Optimization exercise on an open flow, not production practice.
RTL: at most simulated, not proved equivalent.
Function not checked: run 1.
Power: default activity.

==> design.v <==
    localparam logic [3:0] MD_MUL    = 4'd0;
    localparam logic [3:0] MD_MULH   = 4'd1;
    localparam logic [3:0] MD_MULHSU = 4'd2;
    localparam logic [3:0] MD_MULHU  = 4'd3;
    localparam logic [3:0] MD_DIV    = 4'd4;
    localparam logic [3:0] MD_DIVU   = 4'd5;
    localparam logic [3:0] MD_REM    = 4'd6;
    localparam logic [3:0] MD_REMU   = 4'd7;
    localparam logic [3:0] MD_MULW   = 4'd8;
    localparam logic [3:0] MD_DIVW   = 4'd9;
    localparam logic [3:0] MD_DIVUW  = 4'd10;
    localparam logic [3:0] MD_REMW   = 4'd11;
    localparam logic [3:0] MD_REMUW  = 4'd12;
module md_sign_fix
(
    input  logic [63:0] hi,
    input  logic [63:0] lo,
    input  logic        sel_hi,
    input  logic        hi_zero,
    input  logic        hi_ones,
    input  logic        word,
    output logic [63:0] result
);
    logic [63:0] sel;
    always_comb begin
        sel    = sel_hi ? ((hi & {64{~hi_zero}}) | {64{hi_ones}}) : lo;
        result = word ? {{32{sel[31]}}, sel[31:0]} : sel;
    end
endmodule
module md_exec_unit
(
    input  logic               clk,
    input  logic               reset,
    input  logic               req_valid,
    input  logic [3:0]         op,
    input  logic [63:0]        srca,
    input  logic [63:0]        srcb,
    input  logic               hold,
    input  logic               flush,
    output logic               exe_is_waiting,
    output logic               result_valid,
    output logic [63:0]        result
);
    localparam logic [3:0] MD_MUL    = 4'd0;
    localparam logic [3:0] MD_MULH   = 4'd1;
    localparam logic [3:0] MD_MULHSU = 4'd2;
    localparam logic [3:0] MD_MULHU  = 4'd3;
    localparam logic [3:0] MD_DIV    = 4'd4;
    localparam logic [3:0] MD_DIVU   = 4'd5;
    localparam logic [3:0] MD_REM    = 4'd6;
    localparam logic [3:0] MD_REMU   = 4'd7;
    localparam logic [3:0] MD_MULW   = 4'd8;
    localparam logic [3:0] MD_DIVW   = 4'd9;
    localparam logic [3:0] MD_DIVUW  = 4'd10;
    localparam logic [3:0] MD_REMW   = 4'd11;
    localparam logic [3:0] MD_REMUW  = 4'd12;
    logic s_aln, s_mul, s_div, s_res, s_fix, s_done;
    logic idle;
    logic [63:0] H;
    logic [64:0] L;
    logic [64:0] X;
    logic [5:0]  cnt;
    logic        cq;        
    logic [6:0]  lza_q, lzb_q;
    logic        f_mul, f_word, f_hi, f_neg, f_na, f_nb, f_swap, f_rem, f_qz, f_qo;
    logic        f_negx, f_negm;
    logic        c_mul, c_sel4, c_sel2, c_sel1, c_inv0, c_inv1, c_en1, c_cin, c_cin2;
    logic [1:0]  c_lo;
    assign idle = ~(s_aln | s_mul | s_div | s_res | s_fix | s_done);
    logic        is_md, word, is_mul, is_rem, sa, sb, hi_sel;
    logic [63:0] ea, eb, ia, ib;
    logic        na, nb, accept, swap, bz, dsmall, fast;
    logic [6:0]  lza, lzb;
    md_lzc64 u_lza (.v(ia), .lz(lza));
    md_lzc64 u_lzb (.v(ib), .lz(lzb));
    always_comb begin
        is_md = ~(op[3] & op[2] & (op[1] | op[0]));
        word  = op[3];
        is_mul = 1'b0; is_rem = 1'b0; sa = 1'b0; sb = 1'b0; hi_sel = 1'b0;
        case (op)
            MD_MUL:    begin is_mul = 1'b1; sa = 1'b1; sb = 1'b1; end
            MD_MULH:   begin is_mul = 1'b1; sa = 1'b1; sb = 1'b1; hi_sel = 1'b1; end
            MD_MULHSU: begin is_mul = 1'b1; sa = 1'b1; hi_sel = 1'b1; end
            MD_MULHU:  begin is_mul = 1'b1; hi_sel = 1'b1; end
            MD_DIV:    begin sa = 1'b1; sb = 1'b1; hi_sel = 1'b1; end
            MD_DIVU:   begin hi_sel = 1'b1; end
            MD_REM:    begin sa = 1'b1; sb = 1'b1; is_rem = 1'b1; end
            MD_REMU:   begin is_rem = 1'b1; end
            MD_MULW:   begin is_mul = 1'b1; sa = 1'b1; sb = 1'b1; end
            MD_DIVW:   begin sa = 1'b1; sb = 1'b1; hi_sel = 1'b1; end
            MD_DIVUW:  begin hi_sel = 1'b1; end
            MD_REMW:   begin sa = 1'b1; sb = 1'b1; is_rem = 1'b1; end
            MD_REMUW:  begin is_rem = 1'b1; end
            default:   ;
        endcase
        ea = word ? {{32{sa & srca[31]}}, srca[31:0]} : srca;
        eb = word ? {{32{sb & srcb[31]}}, srcb[31:0]} : srcb;
        na = sa & ea[63];
        nb = sb & eb[63];
        ia = ea ^ {64{na}};
        ib = eb ^ {64{nb}};
        swap = lza < lzb;
        bz    = (eb == 64'd0);
        dsmall = ({1'b0, lzb} + {7'd0, na}) < {1'b0, lza};
        fast  = ~is_mul & (bz | dsmall);
        accept = idle & req_valid & is_md & ~flush;
    end
    logic        last;
    logic [66:0] r0, r1, r2, cs_s;
    logic [67:0] cs_c;
    logic [66:0] sum;
    logic [63:0] inc_in, inc_add, inc_out;
    logic        q;
    always_comb begin
        last = (cnt == 6'd0);
        r0 = c_mul ? {1'b0, L[63:0], c_lo} : ({{2{L[64]}}, L} ^ {67{c_inv0}});
        r1 = ({1'b0, X[63:0], 2'b00} & {67{c_sel4}})
           | ({2'b00, X[63:0], 1'b0} & {67{c_sel2}})
           | (({{2{X[64]}}, X} ^ {67{c_inv1}}) & {67{c_en1}});
        r2 = {3'b000, X[63:0]} & {67{c_sel1}};
        cs_s = r0 ^ r1 ^ r2;
        cs_c = {(r0 & r1) | (r0 & r2) | (r1 & r2), c_cin2};
        sum  = cs_s + cs_c[66:0] + {66'd0, c_cin};
        q    = ~sum[64];
        inc_in  = s_fix ? ~H : H;
        inc_add = s_fix ? {63'd0, ~f_mul | (L[63:0] == 64'd0)} : {61'd0, cq, 2'b00};
        inc_out = inc_in + inc_add;
    end
    logic [6:0]  lzm;
    logic [5:0]  shm, shd, sh;
    logic [7:0]  dd;
    logic [64:0] bin, bsh;
    always_comb begin
        lzm = f_swap ? lzb_q : lza_q;
        shm = (lzm >= 7'd62) ? 6'd62 : {lzm[5:1], 1'b0};
        dd  = {1'b0, lzb_q} - {1'b0, lza_q} + {7'd0, f_na};
        if (dd[6:0] > lzb_q)     shd = (lzb_q >= 7'd63) ? 6'd63 : lzb_q[5:0];
        else if (dd[6])          shd = 6'd63;
        else                     shd = dd[5:0];
        sh  = f_mul ? shm : shd;
        bin = (f_mul & ~f_swap) ? {1'b0, H} : X;
        bsh = bin << sh;
    end
    logic mul_end, div_end, fix_need, res_need;
    logic n_aln, n_mul, n_div, n_res, n_fix, n_done;
    always_comb begin
        mul_end  = s_mul & last;
        div_end  = s_div & last;
        fix_need = f_rem ? (sum[64] | f_na) : f_neg;
        res_need = f_hi & sum[66];
        n_aln  = accept & ~fast;
        n_mul  = (s_aln & f_mul) | (s_mul & ~last);
        n_div  = (s_aln & ~f_mul) | (s_div & ~last);
        n_res  = mul_end & res_need;
        n_fix  = (mul_end & ~res_need & f_neg) | (s_res & f_neg) | (div_end & fix_need);
        n_done = (accept & fast)
               | (mul_end & ~res_need & ~f_neg)
               | (s_res & ~f_neg)
               | (div_end & ~fix_need)
               | s_fix
               | (s_done & hold);
        if (flush) begin
            n_aln = 1'b0; n_mul = 1'b0; n_div = 1'b0;
            n_res = 1'b0; n_fix = 1'b0; n_done = 1'b0;
        end
    end
    logic [2:0] dig_n;
    logic       ln;
    always_comb begin
        if (s_aln) begin
            ln    = (lzm >= 7'd62) & f_negm;
            dig_n = {1'b0, bsh[63:62]} + {2'b00, ln};
        end else begin
            ln    = (cnt == 6'd1) & f_negm;
            dig_n = {1'b0, H[61:60]} + {2'b00, ln};
        end
    end
    always_ff @(posedge clk) begin
        c_mul  <= n_mul;
        c_sel4 <= n_mul & dig_n[2];
        c_sel2 <= n_mul & dig_n[1];
        c_sel1 <= n_mul & dig_n[0];
        c_lo   <= (n_mul & f_negx) ? (dig_n[2] ? 2'b11 : dig_n[1:0]) : 2'b00;
        c_inv0 <= 1'b0; c_inv1 <= 1'b0; c_en1 <= 1'b0; c_cin <= 1'b0; c_cin2 <= 1'b0;
        if (n_aln) begin
            c_inv0 <= na;
            c_cin  <= na;
        end else if (n_mul) begin
            c_cin  <= f_negx & dig_n[2];
        end else if (n_div) begin
            c_en1  <= 1'b1;
            c_inv1 <= (s_div ? ~sum[64] : 1'b1) ^ f_nb;
            c_cin  <= (s_div ? ~sum[64] : 1'b1) ^ f_nb;
        end else if (n_fix & div_end & sum[64]) begin
            c_inv0 <= f_na;
            c_inv1 <= f_nb ^ f_na;
            c_en1  <= 1'b1;
            c_cin  <= f_nb | f_na;
            c_cin2 <= f_na & ~f_nb;
        end else begin
            c_inv0 <= 1'b1;
            c_cin  <= 1'b1;
        end
    end
    always_ff @(posedge clk or negedge reset) begin
        if (!reset) begin
            s_aln <= 1'b0; s_mul <= 1'b0; s_div <= 1'b0;
            s_res <= 1'b0; s_fix <= 1'b0; s_done <= 1'b0;
        end else begin
            s_aln <= n_aln; s_mul <= n_mul; s_div <= n_div;
            s_res <= n_res; s_fix <= n_fix; s_done <= n_done;
        end
    end
    always_ff @(posedge clk) begin
        if (accept) begin
            H       <= ia;
            L       <= {1'b0, ea};
            X       <= {nb & ~is_mul, is_mul ? ib : eb};
            lza_q   <= lza;
            lzb_q   <= lzb;
            f_mul   <= is_mul;
            f_word  <= word;
            f_hi    <= hi_sel;
            f_rem   <= is_rem;
            f_na    <= na;
            f_nb    <= nb;
            f_qz    <= ~is_mul & dsmall & ~bz;
            f_qo    <= ~is_mul & bz;
            f_swap  <= swap;
            f_negm  <= swap ? nb : na;
            f_negx  <= swap ? na : nb;
            f_neg   <= is_rem ? na : (na ^ nb);
        end else if (s_aln) begin
            if (f_mul) begin
                H   <= bsh[63:0];
                if (f_swap) X <= {1'b0, H};
                L   <= '0;
                cq  <= 1'b0;
                cnt <= 6'd31 - {1'b0, shm[5:1]};
            end else begin
                X   <= bsh;
                L   <= {1'b0, sum[63:0]};
                H   <= '0;
                cnt <= shd;
            end
        end else if (s_mul) begin
            H       <= {inc_out[61:0], sum[65:64]};
            L       <= {1'b0, sum[63:0]};
            cq      <= sum[66];
            cnt     <= cnt - 6'd1;
        end else if (s_div) begin
            L   <= sum[64:0];
            H   <= {H[62:0], q};
            if (!last) X <= {X[64], X[64:1]};
            cnt <= cnt - 6'd1;
        end else if (s_res) begin
            H   <= inc_out;
        end else if (s_fix) begin
            if (f_hi) H <= inc_out;
            else      L <= {1'b0, sum[63:0]};
        end
    end
    assign exe_is_waiting = (reset & req_valid & is_md & idle)
                          | s_aln | s_mul | s_div | s_res | s_fix;
    assign result_valid   = s_done;
    md_sign_fix u_out (
        .hi     (H),
        .lo     (L[63:0]),
        .sel_hi (f_hi),
        .hi_zero(f_qz),
        .hi_ones(f_qo),
        .word   (f_word),
        .result (result)
    );
endmodule
module md_lzc64
(
    input  logic [63:0] v,
    output logic [6:0]  lz
);
    logic [31:0] v1;  logic [31:0] p1;
    logic [15:0] v2;  logic [31:0] p2;
    logic [7:0]  v3;  logic [23:0] p3;
    logic [3:0]  v4;  logic [15:0] p4;
    logic [1:0]  v5;  logic [9:0]  p5;
    logic        v6;  logic [5:0]  p6;
    always_comb begin
        for (int i = 0; i < 32; i++) begin
            v1[i] = v[2*i+1] | v[2*i];
            p1[i] = ~v[2*i+1];
        end
        for (int i = 0; i < 16; i++) begin
            v2[i] = v1[2*i+1] | v1[2*i];
            p2[2*i +: 2] = v1[2*i+1] ? {1'b0, p1[2*i+1]} : {1'b1, p1[2*i]};
        end
        for (int i = 0; i < 8; i++) begin
            v3[i] = v2[2*i+1] | v2[2*i];
            p3[3*i +: 3] = v2[2*i+1] ? {1'b0, p2[2*(2*i+1) +: 2]} : {1'b1, p2[2*(2*i) +: 2]};
        end
        for (int i = 0; i < 4; i++) begin
            v4[i] = v3[2*i+1] | v3[2*i];
            p4[4*i +: 4] = v3[2*i+1] ? {1'b0, p3[3*(2*i+1) +: 3]} : {1'b1, p3[3*(2*i) +: 3]};
        end
        for (int i = 0; i < 2; i++) begin
            v5[i] = v4[2*i+1] | v4[2*i];
            p5[5*i +: 5] = v4[2*i+1] ? {1'b0, p4[4*(2*i+1) +: 4]} : {1'b1, p4[4*(2*i) +: 4]};
        end
        v6 = v5[1] | v5[0];
        p6 = v5[1] ? {1'b0, p5[9:5]} : {1'b1, p5[4:0]};
        lz = v6 ? {1'b0, p6} : 7'd64;
    end
endmodule
==> run.sh <==
#!/bin/bash
# synth_recipe.tcl (not shown) runs the flow's synth.tcl, then flattens the netlist and writes it again
# the make line also repeats each setting of config.mk as NAME=value (left out here)
make -C /OpenROAD-flow-scripts/flow DESIGN_CONFIG=/design/flow/config.mk WORK_HOME=/design/flow/orfs CLKGATE_MAP_FILE= SYNTH_SCRIPT=/design/flow/synth_recipe.tcl finish
==> config.mk <==
export PLATFORM = sky130hd
export DESIGN_NAME = md_exec_unit
export DESIGN_NICKNAME = md_exec_unit
export VERILOG_FILES = /design/flow/design.v
export SDC_FILE = /design/flow/constraint.sdc
export NUM_CORES = 4
export LEC_CHECK = 0
export CAP_MARGIN = 20
export CORE_MARGIN = 2
export CORE_UTILIZATION = 40
export SETUP_SLACK_MARGIN = 1.0
export SLEW_MARGIN = 20
==> constraint.sdc <==
create_clock -name core_clock -period 5.5 [get_ports {clk}]
set_input_delay 1.1000 -clock core_clock [delete_from_list [all_inputs] [get_ports {clk}]]
set_output_delay 1.1000 -clock core_clock [all_outputs]
set_load 0.01 [all_outputs]
==> results.txt, run 1 <==
* Buffers on Ports at 202
* CP required at 5.95 ns
* Via density at 6.50
* Syn Nets at 5,200
* Hold WC Path Type: register to register
* Levels on crit path at 28
* Full die area at 93,500 µm²
* Row count at 110
* Grt ovf at 0
* Final hold slack at 0.558 ns
* Final setup fails at 118
* Clk sink count at 244
* # DRC at 0
* Top post-synthesis cells by count: nor2_1, a21oi_1, nand2_1
* CTS H-tree lvls at 2
* Worst Tran Pin Value at 1.30 ns
* Post-synthesis sequential area ratio at 0.197
* GP Congestion at 1.07
* Power Dens Cells at 412 nW/µm²
* Post-DP HPWL at 176,000 µm
* Part of the cycle the worst path needs at 1.08
* Yosys reg bits at 244
* Total routed wirelength at 220,000 µm
* Die Span Y at 306 µm
* Critical path arrival at 6.38 ns
* Synth warn at 3
* WP buf/inv at 5
* DR WL/cell at 31.3 µm
* Synthesized cell area at 36,400 µm²
* Final Util at 0.586
* Final max-slew violation count at 0
* Worst path most repeated cell: ha_4
* Nets at 6,159
* Initial antenna violation count at 13
* Worst setup SP type: register
* Yosys cell types at 123
* EDFF count, synth at 226
* Post-synth top area share at 0.186
* Slowest-stage cell, CP: or4_4
* First-pass DRT Iterations at 8
* Clk root buf: clkbuf_16
* Post-Place Worst Slack at -0.831 ns
* Initial drt markers at 6,403
* Leak pwr at 21.6 nW
* Syn_area_per_cell at 7.46 µm²
* Area grow syn2layout at 45.1%
* Fmax at 169 MHz
* Worst ir drop on vdd at 0.360 mV
* Num CTS Buffers at 35
* RSZ-0062 raised after global routing: true
* Placed Instances at 6,793
* CTS clk-pin slew, worst paths at 0.07 ns
* Cell family with most CP delay: compound AO/OA/AOI/OAI gates
* R2R depth at 28
* Post-Syn Instances at 4,882
* Max Buffers Root-to-Sink at 3
* Critical path's largest stage delay at 0.47 ns
* Die Wd at 306 µm
* Fillers at 8,464
* Outcome: failed layout checks
* Top FF cell, synth: edfxtp_1
* Min Clock Period, post-route at 5.93 ns
* CP endpoint kind: register
* Rel. slew slack at 0.131
* Via count at 45,800
* All-Layer GR Usage at 0.450
* Starting Density at 0.404
* Layout cells sized above 1 at 0.310
* Hold Buf Count CTS at 0
* Crit-path max FO at 7
* Asr flop ratio synth at 0.0246
* Count leader, synth: nor2_1
* Core area at 90,100 µm²
* Hold Vio Cnt, Final at 0
* DRT antenna net count at 0
* Setup WS post-layout at -0.431 ns
* Largest net degree at the start of global routing at 68
* CTS tree: yes
* First-pass GRT wire length at 307,000 µm
* Fail Reasons: negative setup slack
* Setup Skew at 0.0319 ns
* Crit Path Category: register to register
* Area leader, netlist: edfxtp_1
* IO Count at 203
* Final std cells w/o fill at 7,046
* Hold Path Stages at 2
* Vias in the first global route at 43,000
* Clk Latency, worst-skew pair at 0.59 ns
* Largest cells by area after synthesis: edfxtp_1, a21oi_1, xnor2_1
* Max-Cap Viols at 0
-- cells in the final DEF, fill, tap and decap left out, types with 119 or more instances in the layout --
| cell | Yosys | layout |
|---|---|---|
| nand2_1 | 403 | 378 |
| nor2_1 | 527 | 505 |
| a21oi_1 | 505 | 464 |
| xnor2_1 | 275 | 272 |
| buf_6 | 9 | 119 |
| clkdlybuf4s50_1 | 0 | 174 |
| o21ai_0 | 296 | 253 |
| xor2_1 | 147 | 147 |
| inv_1 | 218 | 206 |
| edfxtp_1 | 226 | 226 |
| buf_4 | 5 | 996 |
-- state kept, by name, summed over array words and instances, names as in the netlist, 2 cells and up --
register  flops
cnt           6
c_lo          2
L            65
lzb_q         7
H            64
lza_q         7
X            65
-- metal layers --
layer / share of wire / vias to the layer above / global-route usage
met3: 0.11 / 819 / 0.114
li1: - / 20000 / -
met4: 0.089 / 10 / 0.317
met1: 0.37 / 22000 / 0.551
met5: 0.00031 / - / 0
met2: 0.43 / 2944 / 0.692
-- cells by family after synthesis --
| group | after synthesis | synth area share |
|---|---|---|
| compound gates | 1678 | 0.306 |
| simple gates | 1522 | 0.198 |
| buf+inv | 680 | 0.0745 |
| xor+xnor | 422 | 0.101 |
| flops | 244 | 0.197 |
| fa+ha+maj | 181 | 0.0760 |
| mux | 155 | 0.0469 |
-- worst paths after layout --
path,start,end,slack (ns)
worst max-delay path,lza_q[0]$_DFFE_PP_,c_cin$_DFF_P_,-0.43
max in group asynchronous,reset,s_fix$_DFF_PN0_,4.01
worst max register to register,lza_q[0]$_DFFE_PP_,c_cin$_DFF_P_,-0.43
worst min-delay path,f_negx$_DFFE_PP_,c_lo[1]$_SDFF_PN0_,0.56
worst min register to register,f_negx$_DFFE_PP_,c_lo[1]$_SDFF_PN0_,0.56
min in group asynchronous,reset,s_res$_DFF_PN0_,0.95
-- area by class of cell --
cell class              count  area [µm²]  share of cell area
well taps                1176        1470              0.0278
clock inverters            19         284             0.00537
diodes                      4        10.0            0.000189
multi-input cells        3961       29900               0.566
flip-flops and latches    244        7200               0.136
repair buffers           1378       12200               0.230
inverters                 221         860              0.0163
clock buffers              43         958              0.0181
-- worst min-delay path, cell delays in order (launching register included) --
cell and delay (ns):
edfxtp_1 0.32, nand2_1 0.08, a21oi_1 0.12
-- report_power, final --
part | switching [W] | internal (W)
logic | 0.00868 | 0.00684
registers | 0.000902 | 0.00277
clock network | 0.00101 | 0.00157
total | 0.0106 | 0.0112
-- repair_timing --
item	4_1_cts	5_1_grt
setup buffers	84	94
endpoints found under the hold margin	0	0
gates cloned	5	4
gates resized for setup	340	343
setup endpoints to repair	194	195
pin swaps	130	149
-- stage by stage --
stage | setup TNS [ns] | total power [W] | instance area (µm²)
finish | -24.33 | 0.0218 | 52900
floorplan | -0.469 | 0.00999 | 37300
detailed placement | -51.81 | 0.0166 | 46800
global placement | -47.17 | 0.0166 | 46800
CTS | -9.39 | 0.0204 | 50500
global route | -42.07 | 0.0225 | 52800
==> run 2: changes to the inputs <==
--- a/design.v
+++ b/design.v
@@ -72,2 +72,3 @@
     logic        na, nb, accept, swap, bz, dsmall, fast;
+    logic [7:0]  nza, nzb;
     logic [6:0]  lza, lzb;
@@ -101,5 +102,13 @@
         ib = eb ^ {64{nb}};
-        swap = lza < lzb;
         bz    = (eb == 64'd0);
-        dsmall = ({1'b0, lzb} + {7'd0, na}) < {1'b0, lza};
+        for (int i = 0; i < 8; i++) begin
+            nza[i] = |ia[8*i +: 8];
+            nzb[i] = |ib[8*i +: 8];
+        end
+        swap = 1'b0;
+        for (int i = 0; i < 8; i++)
+            if (nza[i] && ((nzb >> i) == 8'd0)) swap = 1'b1;
+        dsmall = 1'b0;
+        for (int i = 1; i < 8; i++)
+            if (nzb[i] && ((nza >> (na ? i - 1 : i)) == 8'd0)) dsmall = 1'b1;
         fast  = ~is_mul & (bz | dsmall);
@@ -117,5 +126,5 @@
         r1 = ({1'b0, X[63:0], 2'b00} & {67{c_sel4}})
-           | ({2'b00, X[63:0], 1'b0} & {67{c_sel2}})
+           | ({2'b00, X[63:0], 1'b0} & {67{c_sel2}});
+        r2 = ({3'b000, X[63:0]} & {67{c_sel1}})
            | (({{2{X[64]}}, X} ^ {67{c_inv1}}) & {67{c_en1}});
-        r2 = {3'b000, X[63:0]} & {67{c_sel1}};
         cs_s = r0 ^ r1 ^ r2;
@@ -136,5 +145,3 @@
         dd  = {1'b0, lzb_q} - {1'b0, lza_q} + {7'd0, f_na};
-        if (dd[6:0] > lzb_q)     shd = (lzb_q >= 7'd63) ? 6'd63 : lzb_q[5:0];
-        else if (dd[6])          shd = 6'd63;
-        else                     shd = dd[5:0];
+        shd = dd[6] ? 6'd63 : dd[5:0];
         sh  = f_mul ? shm : shd;
@@ -152,3 +159,3 @@
         n_mul  = (s_aln & f_mul) | (s_mul & ~last);
-        n_div  = (s_aln & ~f_mul) | (s_div & ~last);
+        n_div  = (s_aln & ~f_mul & ~dd[7]) | (s_div & ~last);
         n_res  = mul_end & res_need;
@@ -156,2 +163,3 @@
         n_done = (accept & fast)
+               | (s_aln & ~f_mul & dd[7])
                | (mul_end & ~res_need & ~f_neg)
@@ -239,2 +247,4 @@
                 cnt <= 6'd31 - {1'b0, shm[5:1]};
+            end else if (dd[7]) begin
+                f_qz <= 1'b1;
             end else begin
--- a/config.mk
+++ b/config.mk
@@ -10,3 +10,4 @@
 export CORE_UTILIZATION = 40
-export SETUP_SLACK_MARGIN = 1.0
+export GPL_TIMING_DRIVEN = 0
+export SETUP_SLACK_MARGIN = 0.8
 export SLEW_MARGIN = 20
==> run 2 against run 1 <==
Compared with the run above:
- now clean on timing, DRC and antenna
- critical endpoint unchanged
- sequential power fell by 12%
- via count increased by 2.9%
- highest routed layer unchanged
- combinational power down about 30%
- clock power is essentially flat
- routed wire length up 14%
- synthesized cell count shrank 3.2%
- flip-flop and latch count unchanged
- area after synthesis shrank 4.6%
- final cell count down 8.9%
- design area down 10%
- fmax grew 16%
==> results.txt, run 2 <==
* Outcome: timing/DRC/antenna clean
* Setup Skew at 0.0473 ns (+0.0154 ns)
* CP required at 6.01 ns (+0.06 ns)
* Crit Path Category: register to register
* Rel. slew slack at 0.0559 (-0.0748)
* Count leader, synth: a21oi_1
* Top post-synthesis cells by count: a21oi_1, nor2_1, nand2_1
* Cell family with most CP delay: compound AO/OA/AOI/OAI gates
* Post-Syn Instances at 4,726 (-3.2%)
* Setup TNS at 0 ns (+24.33 ns)
* Via count at 47,100 (+2.9%)
* Worst setup SP type: register
* RSZ-0062 raised after global routing: true
* Core area at 86,500 µm² (-4.1%)
* Slowest-stage cell, CP: edfxtp_1
* Num CTS Buffers at 36 (+2.9%)
* Final hold slack at 0.511 ns (-0.0475 ns)
* Final std cells w/o fill at 6,420 (-8.9%)
* Largest net degree at the start of global routing at 25 (-63%)
* Worst path most repeated cell: buf_6
* Min Clock Period, post-route at 5.13 ns (-0.802 ns)
* Fillers at 8,297 (-2.0%)
* IO Count at 203 (unchanged)
* Starting Density at 0.402 (-0.00219)
* WP buf/inv at 5 (unchanged)
* Area leader, netlist: edfxtp_1
* Worst ir drop on vdd at 0.205 mV (-43%)
* Asr flop ratio synth at 0.0246 (unchanged)
* Yosys reg bits at 244 (unchanged)
* EDFF count, synth at 226 (unchanged)
* Part of the cycle the worst path needs at 0.933 (-0.146)
* Critical path's largest stage delay at 0.53 ns (+0.06 ns)
* CP cell instances: ha_1, inv_1, ha_2, inv_2, fa_2, nand2b_4, a211o_1, o2111ai_4, buf_6, buf_6, buf_6, o22ai_4, or3_4, and2_4, a21oi_4, o22ai_1, a211o_2, mux2i_4, ha_4, ha_4, mux2i_4, o22a_1, o31ai_4
* Post-synth top area share at 0.195 (+0.00895)
* Sequential standard cell area at 7190 µm² (-0.14%)
* Initial antenna violation count at 15 (+2)
* First-pass DRT Iterations at 13 (+5)
* Via density at 7.34 (+13%)
* Hold WC Path Type: register to register
* Hold Buf Count CTS at 0 (unchanged)
* All-Layer GR Usage at 0.533 (+0.0825)
* Syn_area_per_cell at 7.35 µm² (-1.4%)
* Worst Tran Pin Value at 1.42 ns (+0.117 ns)
* Critical path arrival at 5.64 ns (-0.74 ns)
* Clk sink count at 244 (unchanged)
* Hold Vio Cnt, Final at 0 (unchanged)
* Levels on crit path at 23 (-18%)
* Top Registers: L (65), X (65), H (64)
* Yosys cell types at 108 (-12%)
* Max-Cap Viols at 0 (unchanged)
* Reg2reg setup slack at 0.37 ns (+0.80 ns)
* Synthesized cell area at 34,800 µm² (-4.6%)
* Buffers on Ports at 176 (-13%)
* Clk root buf: clkbuf_16
* R2R depth at 23 (-18%)
* Area grow syn2layout at 36.4%
* CP endpoint kind: register
* Commonest cells after routing, fill and taps aside: a21oi_1, nor2_1, nand2_1, xnor2_1, o21ai_0
* Fmax at 195 MHz (+16%)
* Die Span Y at 299 µm (-2.3%)
* Power Dens Cells at 351 nW/µm² (-15%)
* Grt ovf at 0 (unchanged)
* Die Wd at 299 µm (-2.3%)
* Final max-slew violation count at 0 (unchanged)
* CTS clk-pin slew, worst paths at 0.06 ns (about the same)
* Row count at 108 (-1.8%)
* CTS tree: yes
* Crit-path max FO at 4 (-3)
* Hold Path Stages at 2 (unchanged)
* Top FF cell, synth: edfxtp_1
* GP Congestion at 1.14 (+6.3%)
* Max Buffers Root-to-Sink at 3 (unchanged)
* Post-DP HPWL at 194,000 µm (+10%)
* Final setup fails at 0 (-100%)
* Full die area at 89,300 µm² (-4.5%)
* Commonest non-fill, non-tap cell in the layout: a21oi_1
* Layout cells sized above 1 at 0.239 (-0.0707)
* CTS H-tree lvls at 2 (unchanged)
* Clk Latency, worst-skew pair at 0.62 ns (+0.03 ns)
* Post-Place Worst Slack at -1.93 ns (-1.10 ns)
* Leak pwr at 17.3 nW (-20%)
* Nets at 5,515 (-10%)
* DRT antenna net count at 0 (unchanged)
* First-pass GRT wire length at 335,000 µm (+9.1%)
* Vias in the first global route at 42,100 (-2.2%)
* # DRC at 0 (unchanged)
* Post-synthesis sequential area ratio at 0.207 (+0.00947)
* Synth warn at 3 (unchanged)
* Placed Instances at 6,075 (-11%)
* DR WL/cell at 39.2 µm (+25%)
* Setup WS post-layout at 0.371 ns (+0.802 ns)
* Multi-input gate area at 29,400 µm² (-1.6%)
* Largest cells by area after synthesis: edfxtp_1, a21oi_1, xnor2_1
* Initial drt markers at 9,402 (+47%)
* Syn Nets at 5,026 (-3.3%)
* Total routed wirelength at 251,000 µm (+14%)
[run 2: cell count changes in the layout (fill, tap and decap cells not counted), sizes merged, moves of 40 or more]
cell / before / now
buf: 1176 / 417
nor2: 530 / 467
a222oi: 75 / 22
xor2: 147 / 75
nand2: 409 / 369
clkbuf: 46 / 329
a211oi: 111 / 45
and2: 56 / 14
a21oi: 508 / 619
[run 2: power breakdown]
| group | internal (W) | switching, W | total (W) |
|---|---|---|---|
| combinational | 0.00394 | 0.00686 | 0.0108 |
| clock | 0.00149 | 0.00109 | 0.00259 |
| sequential | 0.00255 | 0.000700 | 0.00325 |
[run 2: through the flow]
step / total power (W) / util / area (µm²)
3_3_place_gp: 0.0109 / 0.439 / 38000
5_1_grt: 0.0167 / 0.548 / 47400
2_1_floorplan: 0.00746 / - / 34800
3_5_place_dp: 0.0109 / 0.445 / 38400
4_1_cts: 0.0147 / 0.508 / 43900
6_report: 0.0166 / 0.548 / 47400
[run 2: kinds of logic (layout without fill, tap and decap cells)]
family / after synthesis / in the layout / share of synthesized area
AO/OA/AOI/OAI: 1813 / 1814 / 0.333
AND/OR/NAND/NOR: 1370 / 1370 / 0.186
buffers and inverters: 656 / 1170 / 0.0733
XOR/XNOR: 342 / 342 / 0.0864
flip-flops: 244 / 244 / 0.207
adder cells (fa/ha/maj): 163 / 163 / 0.0734
multiplexers: 138 / 138 / 0.0407
other: 0 / 24 / 0
[run 2: worst paths after layout]
path / from / to
hold / removal: L[64]$_SDFFE_PP0P_ / L[64]$_SDFFE_PP0P_
max in group asynchronous: reset / s_fix$_DFF_PN0_
min in group asynchronous: reset / s_done$_DFF_PN0_
setup / recovery: lza_q[0]$_SDFFCE_PP0P_ / c_cin$_DFF_P_
setup reg to reg: lza_q[0]$_SDFFCE_PP0P_ / c_cin$_DFF_P_
hold reg to reg: L[64]$_SDFFE_PP0P_ / L[64]$_SDFFE_PP0P_
[run 2: timing repair]
action                                  CTS  global route
pin swaps                               114           188
cloned                                    3             1
buffers inserted                        133           120
endpoints found under the setup margin  453           338
gates resized for setup                 833           581
[run 2: layout make-up]
class	instances	share of cell area
multi-input cells	3827	0.621
flip-flops and latches	244	0.152
repair buffers	450	0.0928
plain buffers	431	0.0596
well taps	1155	0.0305
clock buffers	42	0.0204
inverters	225	0.0180
clock inverters	22	0.00530
diodes	24	0.00127
[run 2: routing by layer]
| metal | GRT usage | vias to the layer above | wire length [µm] |
|---|---|---|---|
| met4 | 0.396 | 14 | 25700 |
| li1 | - | 18700 | - |
| met1 | 0.646 | 22500 | 87300 |
| met5 | 0 | - | 461 |
| met3 | 0.259 | 1224 | 42800 |
| met2 | 0.723 | 4750 | 95200 |
[run 2: worst reg2reg max path, cell delays in order, from the launching register on]
cell,delay (ns)
edfxtp_1,0.53
ha_1,0.34
inv_1,0.06
ha_2,0.17
inv_2,0.04
fa_2,0.36
nand2b_4,0.19
a211o_1,0.32
o2111ai_4,0.25
buf_6,0.18
buf_6,0.08
buf_6,0.09
o22ai_4,0.08
or3_4,0.37
and2_4,0.16
a21oi_4,0.16
o22ai_1,0.12
a211o_2,0.40
mux2i_4,0.28
ha_4,0.19
ha_4,0.15
mux2i_4,0.12
o22a_1,0.30
o31ai_4,0.09
Testbench counts of run 2, summed over its fixed seeds: cycles 29,554, ops 2,400.
==> run 3: changes to the inputs <==
--- a/design.v
+++ b/design.v
@@ -63,3 +63,5 @@
     logic        cq;        
-    logic [6:0]  lza_q, lzb_q;
+    logic [7:0]  dd_q;
+    logic [5:0]  shm_q;
+    logic        k1_q;      
     logic        f_mul, f_word, f_hi, f_neg, f_na, f_nb, f_swap, f_rem, f_qz, f_qo;
@@ -74,2 +76,5 @@
     logic [6:0]  lza, lzb;
+    logic [7:0]  dd;
+    logic [6:0]  lzm;
+    logic [5:0]  shm;
     md_lzc64 u_lza (.v(ia), .lz(lza));
@@ -114,2 +119,5 @@
         fast  = ~is_mul & (bz | dsmall);
+        dd    = {1'b0, lzb} - {1'b0, lza} + {7'd0, na};
+        lzm   = swap ? lzb : lza;
+        shm   = (lzm >= 7'd62) ? 6'd62 : {lzm[5:1], 1'b0};
         accept = idle & req_valid & is_md & ~flush;
@@ -134,15 +142,10 @@
         inc_in  = s_fix ? ~H : H;
-        inc_add = s_fix ? {63'd0, ~f_mul | (L[63:0] == 64'd0)} : {61'd0, cq, 2'b00};
-        inc_out = inc_in + inc_add;
+        inc_add = s_fix ? 64'd1 : 64'd4;
+        inc_out = (s_fix ? (~f_mul | (L[63:0] == 64'd0)) : cq) ? (inc_in + inc_add) : inc_in;
     end
-    logic [6:0]  lzm;
-    logic [5:0]  shm, shd, sh;
-    logic [7:0]  dd;
+    logic [5:0]  shd, sh;
     logic [64:0] bin, bsh;
     always_comb begin
-        lzm = f_swap ? lzb_q : lza_q;
-        shm = (lzm >= 7'd62) ? 6'd62 : {lzm[5:1], 1'b0};
-        dd  = {1'b0, lzb_q} - {1'b0, lza_q} + {7'd0, f_na};
-        shd = dd[6] ? 6'd63 : dd[5:0];
-        sh  = f_mul ? shm : shd;
+        shd = dd_q[6] ? 6'd63 : dd_q[5:0];
+        sh  = f_mul ? shm_q : shd;
         bin = (f_mul & ~f_swap) ? {1'b0, H} : X;
@@ -159,3 +162,3 @@
         n_mul  = (s_aln & f_mul) | (s_mul & ~last);
-        n_div  = (s_aln & ~f_mul & ~dd[7]) | (s_div & ~last);
+        n_div  = (s_aln & ~f_mul & ~dd_q[7]) | (s_div & ~last);
         n_res  = mul_end & res_need;
@@ -163,3 +166,3 @@
         n_done = (accept & fast)
-               | (s_aln & ~f_mul & dd[7])
+               | (s_aln & ~f_mul & dd_q[7])
                | (mul_end & ~res_need & ~f_neg)
@@ -178,3 +181,3 @@
         if (s_aln) begin
-            ln    = (lzm >= 7'd62) & f_negm;
+            ln    = k1_q & f_negm;
             dig_n = {1'b0, bsh[63:62]} + {2'b00, ln};
@@ -226,4 +229,5 @@
             X       <= {nb & ~is_mul, is_mul ? ib : eb};
-            lza_q   <= lza;
-            lzb_q   <= lzb;
+            dd_q    <= dd;
+            shm_q   <= shm;
+            k1_q    <= (lzm >= 7'd62);
             f_mul   <= is_mul;
@@ -246,4 +250,4 @@
                 cq  <= 1'b0;
-                cnt <= 6'd31 - {1'b0, shm[5:1]};
-            end else if (dd[7]) begin
+                cnt <= 6'd31 - {1'b0, shm_q[5:1]};
+            end else if (dd_q[7]) begin
                 f_qz <= 1'b1;
--- a/config.mk
+++ b/config.mk
@@ -9,5 +9,5 @@
 export CORE_MARGIN = 2
-export CORE_UTILIZATION = 40
-export GPL_TIMING_DRIVEN = 0
-export SETUP_SLACK_MARGIN = 0.8
+export CORE_UTILIZATION = 48
+export SETUP_SLACK_MARGIN = 0.5
 export SLEW_MARGIN = 20
+export TNS_END_PERCENT = 5
==> run 3 against run 2 <==
Compared with the run above:
- register-to-register slack hardly changed
- first-iteration DRC count is 23% lower
- global-route usage is 3.5 points lower
- critical path depth is 6 lower
- via count is 8.7% lower
- largest cell class unchanged
==> results.txt, run 3 <==
* Row count at 100 (-7.4%)
* Net Sw Power at 0.00612 W (-29%)
* Hold Vio Cnt, Final at 0 (unchanged)
* Grt ovf at 0 (unchanged)
* Initial drt markers at 7,267 (-23%)
* Min Clock Period, post-route at 5.13 ns (+0.00169 ns)
* Worst ir drop on vdd at 0.241 mV (+17%)
* Switch share at 0.482 (-0.0376)
* CTS H-tree lvls at 2 (unchanged)
* Outcome: timing/DRC/antenna clean
* Crit-path max FO at 23 (+19)
* EDFF count, synth at 226 (unchanged)
* Cell family with most CP delay: compound AO/OA/AOI/OAI gates
* Commonest non-fill, non-tap cell in the layout: a21oi_1
* CP required at 5.79 ns (-0.22 ns)
* Final hold slack at 0.502 ns (-0.00871 ns)
* Crit Path Category: register to register
* Routed length on met2 at 81,300 µm (-15%)
* Clk root buf: clkbuf_16
* DR WL/cell at 33.1 µm (-16%)
* Sequential standard cell area at 7200 µm² (about the same)
* Total routed wirelength at 200,000 µm (-20%)
* Top post-synthesis cells by count: a21oi_1, nor2_1, nand2_1
* IO Count at 203 (unchanged)
* # DRC at 0 (unchanged)
* Final max-slew violation count at 0 (unchanged)
* Hold WC Path Type: register to register
* M1 WL at 70,700 µm (-19%)
* Post-DP HPWL at 157,000 µm (-19%)
* Count leader, synth: a21oi_1
* Yosys cell types at 114 (+5.6%)
* Placed Instances at 5,979 (-1.6%)
* CTS tree: yes
* P_int at 0.00657 W (-18%)
* Setup Skew at 0.0298 ns (-0.0175 ns)
* Core area at 74,100 µm² (-14%)
* WP buf/inv at 3 (-2)
* Yosys reg bits at 244 (unchanged)
* DRT antenna net count at 0 (unchanged)
* CP endpoint kind: register
* Post-Place Worst Slack at -0.464 ns (+1.47 ns)
* CTS clk-pin slew, worst paths at 0.06 ns (about the same)
* Worst setup SP type: register
* Full die area at 76,700 µm² (-14%)
* Worst Tran Pin Value at 1.10 ns (-0.316 ns)
* Part of the cycle the worst path needs at 0.933 (about the same)
* Critical path arrival at 5.42 ns (-0.22 ns)
* Commonest cells after routing, fill and taps aside: a21oi_1, buf_4, nor2_1, nand2_1, o21ai_0
* Fillers at 7,082 (-15%)
* Post-synthesis sequential area ratio at 0.201 (-0.00574)
* Slowest-stage cell, CP: fa_1
* Synth Area in Simple Gates at 0.178 (-0.00857)
* Largest net degree at the start of global routing at 95 (+280%)
* Final Util at 0.577 (+0.0291)
* Synth Area in XOR/XNOR at 0.0804 (-0.00604)
* Final std cells w/o fill at 6,052 (-5.7%)
* Synthesized cell area at 35,700 µm² (+2.9%)
* Combinational fraction of design power at 0.539 (-0.110)
* Max-Cap Viols at 0 (unchanged)
* Vias in the first global route at 39,100 (-7.1%)
* Met3 routed WL at 27,700 µm (-35%)
* Area leader, netlist: edfxtp_1
* All-Layer GR Usage at 0.498 (-0.0348)
* First-pass DRT Iterations at 12 (-1)
* Layout cells sized above 1 at 0.146 (-0.0932)
* Compound-Gate Fraction of Synth Area at 0.327 (-0.00664)
* Adder-cell area share of the yosys netlist at 0.0713 (-0.00204)
* RSZ-0062 raised after global routing: true
* Initial antenna violation count at 8 (-7)
* Die Span Y at 277 µm (-7.3%)
* Clock share of power at 0.189 (+0.034)
* Synth warn at 3 (unchanged)
* Post-Syn Instances at 4,762 (+0.76%)
* Top FF cell, synth: edfxtp_1
* Asr flop ratio synth at 0.0246 (unchanged)
* Top Registers: L (65), X (65), H (64)
* Reg power frac at 0.271 (+0.076)
* Multi-input gate area at 26,500 µm² (-10%)
* First-pass GRT wire length at 280,000 µm (-16%)
* Post-synthesis mux area share at 0.0729 (+0.0322)
* Largest cells by area after synthesis: edfxtp_1, a21oi_1, xnor2_1
* Leak pwr at 16.6 nW (-4.0%)
* Final setup fails at 0 (unchanged)
* Hold Buf Count CTS at 0 (unchanged)
* Fmax at 195 MHz (about the same)
* Nets at 5,355 (-2.9%)
* GP Congestion at 1.11 (-2.1%)
* Buffers on Ports at 202 (+15%)
* Rel. slew slack at 0.261 (+0.205)
* Power Dens Cells at 297 nW/µm² (-15%)
* Max Buffers Root-to-Sink at 3 (unchanged)
* Clk sink count at 244 (unchanged)
* Largest family of logic cells by synthesized area: compound AO/OA/AOI/OAI gates
* Critical path's largest stage delay at 0.55 ns (+0.02 ns)
* Syn_area_per_cell at 7.51 µm² (+2.1%)
* Clk Latency, worst-skew pair at 0.58 ns (-0.04 ns)
* Die Wd at 277 µm (-7.3%)
* Setup WS post-layout at 0.369 ns (-0.00169 ns)
* Num CTS Buffers at 35 (-2.8%)
* Starting Density at 0.483 (+0.0808)
* Via density at 7.11 (-3.1%)
* Worst path most repeated cell: a21oi_1
* Via count at 43,000 (-8.7%)
* CP cell instances: inv_1, a21o_2, buf_4, a21oi_1, fa_1, inv_1, ha_1, nor2b_1, o31a_1, o41a_1, a21oi_1, or3b_4, and2_1, a21oi_1, o21ai_0, nor3b_1, o32ai_1
* Area grow syn2layout at 19.6%
* Top layer in use: met5
* Syn Nets at 5,062 (+0.72%)
* Post-synth top area share at 0.190 (-0.00543)
## run 3: final timing paths
kind | start | end | slack, ns | cells past startpoint
setup / recovery | c_inv1$_SDFF_PP0_ | L[40]$_DFFE_PP_ | 0.37 | 17
hold / removal | L[64]$_SDFFE_PP0P_ | L[64]$_SDFFE_PP0P_ | 0.50 | 2
setup reg to reg | c_inv1$_SDFF_PP0_ | L[40]$_DFFE_PP_ | 0.37 | 17
hold reg to reg | L[64]$_SDFFE_PP0P_ | L[64]$_SDFFE_PP0P_ | 0.50 | 2
max in group asynchronous | reset | s_fix$_DFF_PN0_ | 4.16 | 1
min in group asynchronous | reset | s_fix$_DFF_PN0_ | 0.90 | 1
## run 3: timing repair
item | CTS | global route
pin swaps | 7 | 11
resized for setup | 21 | 35
endpoints found under the hold margin | 0 | 0
gates cloned | 0 | 0
buffers inserted | 4 | 1
setup endpoints to repair | 12 | 33
## run 3: tightest hold or removal path: cells and delay by family (launching register included)
family	cells	cell delay [ns]
AOI/OAI and AO/OA	1	0.07
buffers and inverters	1	0.05
DFF	1	0.33
## run 3: per-stage QoR
stage | setup TNS, ns | power, W | area (µm²)
2_1_floorplan | -1.80 | 0.00699 | 35800
3_3_place_gp | -2.02 | 0.00984 | 41300
3_5_place_dp | -1.79 | 0.00986 | 41300
4_1_cts | 0 | 0.0122 | 42600
5_1_grt | 0 | 0.0130 | 42800
6_report | 0 | 0.0127 | 42800
## run 3: per-layer routing
layer / vias to the layer above / GRT usage
met5: - / 0
met4: 12 / 0.400
met3: 900 / 0.161
met2: 3526 / 0.717
met1: 20300 / 0.609
li1: 18300 / -
## run 3: kinds of logic (layout without fill, tap and decap cells)
logic type	Yosys count	count (layout)
other	0	3
buffers and inverters	641	959
AND/OR/NAND/NOR	1354	1354
AO/OA/AOI/OAI	1805	1805
flip-flops	244	244
multiplexers	227	227
XOR/XNOR	328	328
adder cells (fa/ha/maj)	163	163
## run 3: cell type report
class	instances	area share
multi-input combinational	3877	0.619
sequential	244	0.168
timing repair buffer	690	0.139
tap	969	0.0283
clock buffer	50	0.0232
inverter	207	0.0185
clock inverter	12	0.00331
antenna	3	0.000176
## run 3: power groups by stage
stage / clock [W] / combinational, W / sequential [W]
finish: 0.00240 / 0.00685 / 0.00344
global route: 0.00242 / 0.00716 / 0.00342
CTS: 0.00236 / 0.00651 / 0.00337
detailed placement: 0 / 0.00646 / 0.00340
global placement: 0 / 0.00643 / 0.00340
floorplan: 0 / 0.00414 / 0.00284
Testbench counts of run 3, summed over its fixed seeds: cycles 29,554, ops 2,400.
==> run 4: changes to the inputs <==
--- a/config.mk
+++ b/config.mk
@@ -10,3 +10,3 @@
 export CORE_UTILIZATION = 48
-export SETUP_SLACK_MARGIN = 0.5
+export SETUP_SLACK_MARGIN = 0.9
 export SLEW_MARGIN = 20
==> run 4 against run 3 <==
Compared with the run above:
- worst hold slack better by 0.0056 ns
- flip-flop and latch count did not move
- critical path type is now input port to register
- routed wire length up 0.80%
- register-to-register slack better by 0.32 ns
- core utilization rose by 0.64 points
==> results.txt, run 4 <==
* Outcome: timing/DRC/antenna clean
* Post-DP HPWL at 157,000 µm (unchanged)
* Via density at 7.12 (+0.14%)
* Setup Skew at 0.0262 ns (-0.00361 ns)
* CP required at 5.80 ns (about the same)
* Final max-slew violation count at 0 (unchanged)
* Asr flop ratio synth at 0.0246 (unchanged)
* Buffers on Ports at 202 (unchanged)
* Grt ovf at 0 (unchanged)
* RSZ-0062 raised after global routing: true
* Placed Instances at 5,979 (unchanged)
* Row count at 100 (unchanged)
* Multi-input gate area at 26,700 µm² (+0.87%)
* Hold Vio Cnt, Final at 0 (unchanged)
* Fillers at 7,025 (-0.80%)
* Top Registers: L (65), X (65), H (64)
* GP Congestion at 1.11 (unchanged)
* Starting Density at 0.483 (unchanged)
* Syn_area_per_cell at 7.51 µm² (unchanged)
* IO Count at 203 (unchanged)
* Yosys reg bits at 244 (unchanged)
* Reg2reg setup slack at 0.69 ns (+0.32 ns)
* R2r startpoint: f_mul$_DFFE_PP_
* CTS H-tree lvls at 2 (unchanged)
* Vias in the first global route at 39,200 (+0.24%)
* Total routed wirelength at 202,000 µm (+0.80%)
* Critical path arrival at 5.26 ns (-0.16 ns)
* Clk sink count at 244 (unchanged)
* Leak pwr at 16.8 nW (+1.1%)
* Part of the cycle the worst path needs at 0.902 (-0.0306)
* R2R depth at 15 (-2)
* Max-Cap Viols at 0 (unchanged)
* Min Clock Period, post-route at 4.96 ns (-0.169 ns)
* Sequential standard cell area at 7200 µm² (about the same)
* Hold Path Stages at 2 (unchanged)
* Fmax at 202 MHz (+3.4%)
* Area leader, netlist: edfxtp_1
* First-pass GRT wire length at 281,000 µm (+0.35%)
* Largest net degree at the start of global routing at 95 (unchanged)
* Count leader, synth: a21oi_1
* Initial drt markers at 7,865 (+8.2%)
* Full die area at 76,700 µm² (unchanged)
* Synthesized cell area at 35,700 µm² (unchanged)
* Rel. slew slack at 0.244 (-0.0173)
* Crit Path Category: input port to register
* DR WL/cell at 33.3 µm (+0.53%)
* Die Span Y at 277 µm (unchanged)
* Commonest non-fill, non-tap cell in the layout: a21oi_1
* Hold Buf Count CTS at 0 (unchanged)
* Top FF cell, synth: edfxtp_1
* EDFF count, synth at 226 (unchanged)
* Core area at 74,100 µm² (unchanged)
* Syn Nets at 5,062 (unchanged)
* All-Layer GR Usage at 0.500 (+0.00167)
* Clk Latency, worst-skew pair at 0.57 ns (about the same)
* Clk root buf: clkbuf_16
* Largest cells by area after synthesis: edfxtp_1, a21oi_1, xnor2_1
* # DRC at 0 (unchanged)
* Setup TNS at 0 ns (unchanged)
* Num CTS Buffers at 35 (unchanged)
* Post-synth top area share at 0.190 (unchanged)
* Area grow syn2layout at 21.0%
* Crit-path max FO at 6 (-74%)
* Commonest cells after routing, fill and taps aside: a21oi_1, buf_4, nor2_1, nand2_1, o21ai_0
* CTS clk-pin slew, worst paths at 0.06 ns (about the same)
* Min-delay src: L[64]$_SDFFE_PP0P_
* Post-Syn Instances at 4,762 (unchanged)
* Worst Tran Pin Value at 1.12 ns (+0.0242 ns)
* Synth warn at 3 (unchanged)
* CTS tree: yes
* Worst R2R End: c_cin$_DFF_P_
* CP endpoint kind: register
* Die Wd at 277 µm (unchanged)
* Top post-synthesis cells by count: a21oi_1, nor2_1, nand2_1
* First-pass DRT Iterations at 12 (unchanged)
* Nets at 5,370 (+0.28%)
* Max Buffers Root-to-Sink at 3 (unchanged)
* Yosys cell types at 114 (unchanged)
* Initial antenna violation count at 8 (unchanged)
* Final setup fails at 0 (unchanged)
* Worst setup SP type: input port
* Post-synthesis sequential area ratio at 0.201 (unchanged)
* Worst ir drop on vdd at 0.242 mV (+0.69%)
* Power Dens Cells at 295 nW/µm² (-0.54%)
* Hold WC Path Type: register to register
* Final std cells w/o fill at 6,068 (+0.26%)
* Layout cells sized above 1 at 0.157 (+0.0111)
* DRT antenna net count at 0 (unchanged)
* Hold path endpoint: L[64]$_SDFFE_PP0P_
* Via count at 43,200 (+0.41%)
## run 4: cell count changes in the layout (fill, tap and decap cells not counted), sizes merged
| cell | previous run | this run |
|---|---|---|
| diode | 3 | 4 |
| clkdlybuf4s15 | 0 | 1 |
| buf | 489 | 501 |
| dlygate4sd2 | 0 | 6 |
| dlymetal6s2s | 5 | 3 |
| clkbuf | 50 | 55 |
| clkdlybuf4s50 | 196 | 189 |
## run 4: cells by family (layout without fill, tap and decap cells)
family	Yosys count	count (layout)	synth area share
AO/OA/AOI/OAI	1805	1805	0.327
AND/OR/NAND/NOR	1354	1354	0.178
buffers and inverters	641	974	0.0701
XOR/XNOR	328	328	0.0804
flip-flops	244	244	0.201
multiplexers	227	227	0.0729
adder cells (fa/ha/maj)	163	163	0.0713
other	0	4	0
## run 4: metal layers
| metal | part of all wire | track usage | up-vias |
|---|---|---|---|
| li1 | - | - | 18400 |
| met1 | 0.35 | 0.611 | 20300 |
| met2 | 0.40 | 0.717 | 3592 |
| met3 | 0.14 | 0.162 | 959 |
| met4 | 0.10 | 0.405 | 10 |
| met5 | 0.00037 | 0 | - |
## run 4: layout make-up
| cell class | count | area share |
|---|---|---|
| multi-input combinational | 3877 | 0.618 |
| sequential | 244 | 0.166 |
| timing repair buffer | 705 | 0.143 |
| tap | 969 | 0.0280 |
| clock buffer | 50 | 0.0229 |
| inverter | 207 | 0.0183 |
| clock inverter | 12 | 0.00327 |
| antenna | 4 | 0.000231 |
## run 4: critical path, stage by stage
cell	delay [ns]
clkdlybuf4s50_1	0.67
nor2_1	0.13
o31ai_1	0.91
a221oi_1	0.19
a31oi_1	0.28
a31oi_1	0.14
o221ai_2	0.23
a211oi_2	0.13
inv_1	0.08
ha_1	0.24
ha_1	0.28
a21o_1	0.17
a21oi_2	0.16
o21bai_1	0.09
a21oi_2	0.15
o21bai_1	0.08
a21oi_1	0.17
xor2_1	0.09
## run 4: timing repair
item	CTS	global route
pin swaps	36	16
setup endpoints to repair	46	47
setup buffers	10	6
gates cloned	0	4
gates resized for setup	99	38
## run 4: stage by stage
stage          hold slack, ns  worst slack (ns)  total power [W]   util  area [µm²]
2_1_floorplan           0.457           -0.0281          0.00699      -       35800
3_3_place_gp            0.487            -0.502          0.00984  0.558       41300
3_5_place_dp            0.492            -0.464          0.00986  0.558       41300
4_1_cts                 0.496             0.821           0.0123  0.578       42800
5_1_grt                 0.551             0.548           0.0131  0.584       43200
6_report                0.508             0.538           0.0128  0.584       43200
## run 4: worst max-delay path by stage
stage | endpoint | startpoint | depth (start not counted) | slack (ns)
3_3_place_gp | dd_q[7]$_DFFE_PP_ | op[0] | 22 | -0.50
4_1_cts | s_done$_DFF_PN0_ | c_inv1$_SDFF_PP0_ | 17 | 0.82
3_5_place_dp | dd_q[6]$_DFFE_PP_ | op[0] | 24 | -0.46
6_report | dd_q[7]$_DFFE_PP_ | srca[3] | 18 | 0.54
5_1_grt | dd_q[6]$_DFFE_PP_ | op[0] | 25 | 0.55
2_1_floorplan | H[0]$_DFFE_PP_ | s_fix$_DFF_PN0_ | 9 | -0.03
## run 4: where the power goes
| group | total [W] | leakage, nW | switching [W] | internal [W] |
|---|---|---|---|---|
| sequential | 0.00344 | 2.32 | 0.000881 | 0.00256 |
| combinational | 0.00693 | 13.9 | 0.00428 | 0.00266 |
| clock | 0.00239 | 0.561 | 0.000995 | 0.00140 |
==> run 5: changes to the inputs <==
--- a/config.mk
+++ b/config.mk
@@ -9,3 +9,4 @@
 export CORE_MARGIN = 2
-export CORE_UTILIZATION = 48
+export CORE_UTILIZATION = 45
+export GPL_TIMING_DRIVEN = 0
 export SETUP_SLACK_MARGIN = 0.9
==> run 5 against run 4 <==
Compared with the run above:
- final cell count increased by 1.5%
- design area is 0.43% higher
- register-to-register slack got worse by 0.27 ns
- highest routed layer unchanged
- area after synthesis stayed put
- die area rose by 6.6%
- global-route usage up 4.6 points
- synthesized cell count did not move
- combinational power up about 10%
- critical path type is now register to register
==> results.txt, run 5 <==
* Outcome: timing/DRC/antenna clean
* Total routed wirelength at 233,000 µm (+16%)
* Post-DP HPWL at 185,000 µm (+17%)
* Combinational fraction of design power at 0.570 (+0.027)
* Initial drt markers at 8,999 (+14%)
* Buffers on Ports at 171 (-15%)
* Crit-path max FO at 10 (+4)
* Switch share at 0.506 (+0.0235)
* CTS tree: yes
* Hold Vio Cnt, Final at 0 (unchanged)
* Part of the cycle the worst path needs at 0.923 (+0.0207)
* Layout cells sized above 1 at 0.137 (-0.0202)
* Synthesized cell area at 35,700 µm² (unchanged)
* Nets at 5,376 (+0.11%)
* IO Count at 203 (unchanged)
* Vias in the first global route at 41,000 (+4.7%)
* Setup Skew at 0.0329 ns (+0.00670 ns)
* Largest net degree at the start of global routing at 24 (-75%)
* Global Route met1 Usage at 0.684 (+0.0724)
* Critical path arrival at 5.37 ns (+0.11 ns)
* First-pass DRT Iterations at 9 (-3)
* Final max-slew violation count at 0 (unchanged)
* CP required at 5.79 ns (about the same)
* Area after DPL at 39,200 µm² (-5.2%)
* EDFF count, synth at 226 (unchanged)
* Max-Cap Viols at 0 (unchanged)
* Worst setup path end: H[42]$_DFFE_PP_
* CP Launch Point: dd_q[6]$_DFFE_PP_
* Die Span Y at 286 µm (+3.2%)
* Final hold slack at 0.489 ns (-0.0187 ns)
* Syn_area_per_cell at 7.51 µm² (unchanged)
* Yosys reg bits at 244 (unchanged)
* Row count at 103 (+3.0%)
* Gr busiest metal: met2
* Initial antenna violation count at 20 (+12)
* R2R depth at 14 (-1)
* Worst ir drop on vdd at 0.291 mV (+20%)
* Worst R2R End: H[42]$_DFFE_PP_
* Via count at 45,600 (+5.5%)
* Final setup fails at 0 (unchanged)
* Reg2reg setup slack at 0.42 ns (-0.27 ns)
* Placed Instances at 5,995 (+0.27%)
* Hold WC Path Type: register to register
* P_int at 0.00661 W (about the same)
* Crit Path Category: register to register
* Clk Latency, worst-skew pair at 0.58 ns (about the same)
* Rel. slew slack at 0.101 (-0.143)
* GR Util met2 at 0.740 (+0.0223)
* Top FF cell, synth: edfxtp_1
* Clk sink count at 244 (unchanged)
* Post-synth top area share at 0.190 (unchanged)
* Starting Density at 0.453 (-0.0294)
* Met3 Usage GRT at 0.232 (+0.0702)
* CTS clk-pin slew, worst paths at 0.06 ns (about the same)
* R2r startpoint: dd_q[6]$_DFFE_PP_
* Worst setup SP type: register
* Top Registers: L (65), X (65), H (64)
* Num CTS Buffers at 35 (unchanged)
* Power Dens Cells at 308 nW/µm² (+4.2%)
* Final Util at 0.551 (-0.0332)
* Net Sw Power at 0.00676 W (+9.8%)
* Via density at 7.40 (+4.0%)
* Final std cells w/o fill at 6,156 (+1.5%)
* Clock share of power at 0.187 (about the same)
* Yosys cell types at 114 (unchanged)
* Clk root buf: clkbuf_16
* Min Clock Period, post-route at 5.08 ns (+0.114 ns)
* Max Buffers Root-to-Sink at 3 (unchanged)
* CTS H-tree lvls at 2 (unchanged)
* Asr flop ratio synth at 0.0246 (unchanged)
* Core area at 78,900 µm² (+6.5%)
* Full die area at 81,700 µm² (+6.6%)
* Post-synthesis sequential area ratio at 0.201 (unchanged)
* Post-Syn Instances at 4,762 (unchanged)
* CP endpoint kind: register
* Count leader, synth: a21oi_1
* Fillers at 7,784 (+11%)
* Syn Nets at 5,062 (unchanged)
* Reg power frac at 0.243 (-0.027)
* Grt ovf at 0 (unchanged)
* Leak pwr at 16.2 nW (-3.4%)
* Top post-synthesis cells by count: a21oi_1, nor2_1, nand2_1
* DR WL/cell at 37.9 µm (+14%)
* Area grow syn2layout at 21.5%
* Fin area at 43,400 µm² (+0.43%)
* First-pass GRT wire length at 316,000 µm (+13%)
* Fmax at 197 MHz (-2.2%)
* Synth warn at 3 (unchanged)
* DRT antenna net count at 0 (unchanged)
* Area leader, netlist: edfxtp_1
* Largest cells by area after synthesis: edfxtp_1, a21oi_1, xnor2_1
* Commonest cells after routing, fill and taps aside: a21oi_1, nand2_1, nor2_1, o21ai_0, xnor2_1
* Setup TNS at 0 ns (unchanged)
* Worst Tran Pin Value at 1.31 ns (+0.186 ns)
* All-Layer GR Usage at 0.546 (+0.0463)
* Hold Buf Count CTS at 0 (unchanged)
* Commonest non-fill, non-tap cell in the layout: a21oi_1
* Die Wd at 286 µm (+3.2%)
* # DRC at 0 (unchanged)
* GP Congestion at 1.18 (+6.4%)
* RSZ-0062 raised after global routing: true
[run 5: cell counts after synthesis]
Identical to the previous run, type by type.
[run 5: worst min-delay path by stage]
stage,startpoint,endpoint,cells past startpoint
final,L[64]$_SDFFE_PP0P_,L[64]$_SDFFE_PP0P_,2
after global routing,L[64]$_SDFFE_PP0P_,L[64]$_SDFFE_PP0P_,2
after CTS,L[64]$_SDFFE_PP0P_,L[64]$_SDFFE_PP0P_,2
after detailed placement,L[64]$_SDFFE_PP0P_,L[64]$_SDFFE_PP0P_,2
after global placement,L[64]$_SDFFE_PP0P_,L[64]$_SDFFE_PP0P_,2
after floorplan,L[64]$_SDFFE_PP0P_,L[64]$_SDFFE_PP0P_,2
[run 5: critical path, stage by stage, from the launching register on]
cell	delay, ns
edfxtp_1	0.34
buf_2	0.21
nor3_1	0.53
a21oi_4	0.15
buf_6	0.21
buf_4	0.21
clkbuf_4	0.25
buf_4	0.24
a21oi_1	0.23
mux2i_1	0.24
mux2_2	0.43
o21ai_0	0.76
o221ai_1	0.32
a221oi_1	0.58
a21oi_1	0.08
[run 5: logic make-up (layout without fill, tap and decap cells)]
family	after synthesis	in the layout	synth area share
muxes	227	227	0.0729
xor gates and xnor gates	328	328	0.0804
AOI/OAI and AO/OA	1805	1805	0.327
and+or+nand+nor	1354	1354	0.178
buffers and inverters	641	979	0.0701
adders and majority gates	163	163	0.0713
other	0	6	0
DFF	244	244	0.201
[run 5: final cells by class]
class	count	area, µm²	share of cell area
inverters	207	811	0.0187
clock inverters	15	204	0.00470
diodes	6	15.0	0.000346
well taps	1050	1310	0.0303
clock buffers	46	957	0.0220
plain buffers	434	2410	0.0555
multi-input cells	3877	27700	0.638
repair buffers	277	2810	0.0648
flip-flops and latches	244	7190	0.166
[run 5: per-stage QoR]
stage | worst slack [ns] | total power [W]
finish | 0.424 | 0.0134
global route | 0.503 | 0.0135
CTS | 0.639 | 0.0126
detailed placement | -3.10 | 0.00987
global placement | -3.85 | 0.00979
floorplan | -0.0281 | 0.00699
[run 5: power groups by stage]
| stage | sequential, W | combinational, W | clock (W) |
|---|---|---|---|
| after floorplan | 0.00284 | 0.00414 | 0 |
| after global placement | 0.00324 | 0.00655 | 0 |
| after detailed placement | 0.00320 | 0.00667 | 0 |
| after CTS | 0.00317 | 0.00700 | 0.00244 |
| after global routing | 0.00323 | 0.00780 | 0.00250 |
| final | 0.00325 | 0.00762 | 0.00249 |
[run 5: timing repair]
item / in CTS / in global routing
buffers inserted: 67 / 27
endpoints found under the setup margin: 486 / 184
resized for setup: 528 / 191
gates cloned: 0 / 0
pin swaps: 83 / 46
[run 5: layer usage]
metal | up-vias | routed length, µm
met4 | 24 | 22200
met2 | 4428 | 88700
li1 | 18400 | -
met3 | 1066 | 38900
met5 | - | 430
met1 | 21600 | 83000
==> run 6: changes to the inputs <==
--- a/config.mk
+++ b/config.mk
@@ -9,6 +9,5 @@
 export CORE_MARGIN = 2
-export CORE_UTILIZATION = 45
-export GPL_TIMING_DRIVEN = 0
-export SETUP_SLACK_MARGIN = 0.9
+export CORE_UTILIZATION = 50
+export SETUP_SLACK_MARGIN = 1.0
 export SLEW_MARGIN = 20
-export TNS_END_PERCENT = 5
+export TNS_END_PERCENT = 10
==> run 6 against run 5 <==
Compared with the run above:
- still clean
- worst hold slack better by 0.030 ns
- count of clock-buffer cells in the layout down 9
- register-to-register slack better by 0.21 ns
- critical endpoint is now cq$_SDFFCE_PP0P_
- largest cell class unchanged
==> results.txt, run 6 <==
* Outcome: timing/DRC/antenna clean
* Row count at 98 (-4.9%)
* Min Clock Period, post-route at 4.86 ns (-0.214 ns)
* Count leader, synth: a21oi_1
* Vias in the first global route at 40,600 (-1.1%)
* Max-Cap Viols at 0 (unchanged)
* Part of the cycle the worst path needs at 0.884 (-0.0389)
* Setup Skew at 0.0424 ns (+0.00952 ns)
* Fin area at 44,500 µm² (+2.5%)
* Rel. slew slack at 0.139 (+0.0383)
* Max Buffers Root-to-Sink at 3 (unchanged)
* Total routed wirelength at 214,000 µm (-8.4%)
* Reg power frac at 0.260 (+0.017)
* Hold WC Path Type: register to register
* All-Layer GR Usage at 0.553 (+0.00674)
* Synthesized cell area at 35,700 µm² (unchanged)
* Switch share at 0.489 (-0.0169)
* Worst setup SP type: register
* Post-synthesis sequential area ratio at 0.201 (unchanged)
* Yosys reg bits at 244 (unchanged)
* Top FF cell, synth: edfxtp_1
* Crit-path max FO at 14 (+4)
* # DRC at 0 (unchanged)
* CP required at 5.82 ns (+0.03 ns)
* Net Sw Power at 0.00644 W (-4.7%)
* Power Dens Cells at 296 nW/µm² (-3.8%)
* IO Count at 203 (unchanged)
* Final std cells w/o fill at 6,135 (-0.34%)
* CTS tree: yes
* Placed Instances at 6,007 (+0.20%)
* First-pass GRT wire length at 295,000 µm (-6.6%)
* Die Wd at 271 µm (-5.1%)
* Layout cells sized above 1 at 0.185 (+0.0482)
* CP endpoint kind: register
* EDFF count, synth at 226 (unchanged)
* Synth warn at 3 (unchanged)
* Worst ir drop on vdd at 0.346 mV (+19%)
* Via density at 7.38 (-0.34%)
* Largest cells by area after synthesis: edfxtp_1, a21oi_1, xnor2_1
* Top Registers: L (65), X (65), H (64)
* Met3 routed WL at 37,500 µm (-3.4%)
* Largest net degree at the start of global routing at 103 (+330%)
* Fmax at 206 MHz (+4.4%)
* Routed length on met2 at 82,300 µm (-7.3%)
* Syn_area_per_cell at 7.51 µm² (unchanged)
* Final hold slack at 0.519 ns (+0.0299 ns)
* GP Congestion at 1.12 (-5.1%)
* Hold Buf Count CTS at 0 (unchanged)
* Num CTS Buffers at 34 (-2.9%)
* Hold Vio Cnt, Final at 0 (unchanged)
* Top post-synthesis cells by count: a21oi_1, nor2_1, nand2_1
* Post-Syn Instances at 4,762 (unchanged)
* Area grow syn2layout at 24.5%
* Clk Latency, worst-skew pair at 0.59 ns (about the same)
* Crit Path Category: register to register
* CTS clk-pin slew, worst paths at 0.07 ns (about the same)
* Asr flop ratio synth at 0.0246 (unchanged)
* RSZ-0062 raised after global routing: true
* Commonest non-fill, non-tap cell in the layout: buf_4
* Initial antenna violation count at 13 (-35%)
* Full die area at 73,600 µm² (-9.9%)
* Clk root buf: clkbuf_16
* Buffers on Ports at 202 (+18%)
* Core area at 71,100 µm² (-9.8%)
* CTS H-tree lvls at 2 (unchanged)
* Fillers at 6,364 (-18%)
* Clk sink count at 244 (unchanged)
* Via count at 45,300 (-0.68%)
* Area after DPL at 41,700 µm² (+6.5%)
* Nets at 5,452 (+1.4%)
* Leak pwr at 17.3 nW (+6.5%)
-- run 6: cells by family (layout without fill, tap and decap cells) --
family          after synthesis  count (layout)  synth area share
buf+inv                     641            1055            0.0701
fa+ha+maj                   163             163            0.0713
mux                         227             227            0.0729
compound gates             1805            1805             0.327
xor+xnor                    328             328            0.0804
flops                       244             244             0.201
other cells                   0               9                 0
simple gates               1354            1354             0.178
-- run 6: power by group through the flow --
stage | clock, W | sequential (W) | combinational (W)
final | 0.00240 | 0.00343 | 0.00735
after global routing | 0.00240 | 0.00341 | 0.00759
after CTS | 0.00234 | 0.00333 | 0.00681
after detailed placement | 0 | 0.00338 | 0.00658
after global placement | 0 | 0.00337 | 0.00650
after floorplan | 0 | 0.00284 | 0.00414
-- run 6: worst paths after layout --
kind                                     from                 end  slack, ns  cells after the start
max reg2reg                 c_inv1$_SDFF_PP0_    cq$_SDFFCE_PP0P_       0.64                     21
max                         c_inv1$_SDFF_PP0_    cq$_SDFFCE_PP0P_       0.64                     21
max in group asynchronous               reset     s_fix$_DFF_PN0_       4.33                      1
min                        L[64]$_SDFFE_PP0P_  L[64]$_SDFFE_PP0P_       0.52                      2
min reg2reg                L[64]$_SDFFE_PP0P_  L[64]$_SDFFE_PP0P_       0.52                      2
min in group asynchronous               reset    s_done$_DFF_PN0_       0.83                      1
-- run 6: repair_timing --
item / CTS / global route
cloned: 2 / 1
pin swaps: 81 / 61
endpoints found under the setup margin: 59 / 76
resized for setup: 193 / 90
buffers inserted: 36 / 19
-- run 6: worst max-delay path: stages (launching register included) --
cell,delay [ns]
dfxtp_2,0.37
inv_2,0.05
a21o_4,0.33
buf_12,0.20
buf_16,0.16
nand2_1,0.07
o21ai_0,0.13
fa_1,0.57
ha_1,0.35
buf_4,0.17
a21o_1,0.19
a21o_1,0.19
a21oi_1,0.21
nand3b_1,0.15
a21oi_1,0.10
a211oi_1,0.26
buf_4,0.20
o21a_4,0.25
a21o_1,0.16
a21o_1,0.16
a21oi_2,0.09
buf_4,0.19
-- run 6: layout make-up --
type / count / area (µm²) / area share
clock inverter: 23 / 245 / 0.00551
inverter: 207 / 795 / 0.0178
tap: 950 / 1190 / 0.0267
antenna: 9 / 22.5 / 0.000506
sequential: 244 / 7200 / 0.162
clock buffer: 37 / 883 / 0.0198
multi-input combinational: 3877 / 27300 / 0.612
timing repair buffer: 788 / 6920 / 0.156
-- run 6: per-layer routing --
layer  global-route usage  vias to the layer above
met4                0.379                       14
met1                0.670                    21200
met3                0.265                     1098
met2                0.765                     4408
met5               0.0193                        -
li1                     -                    18600
-- run 6: stage by stage --
step / util / setup TNS [ns] / worst slack [ns]
CTS: 0.617 / 0 / 0.823
detailed placement: 0.587 / -2.48 / -0.635
global route: 0.626 / 0 / 0.646
floorplan: - / -1.80 / -0.0281
global placement: 0.586 / -2.62 / -0.624
finish: 0.626 / 0 / 0.638
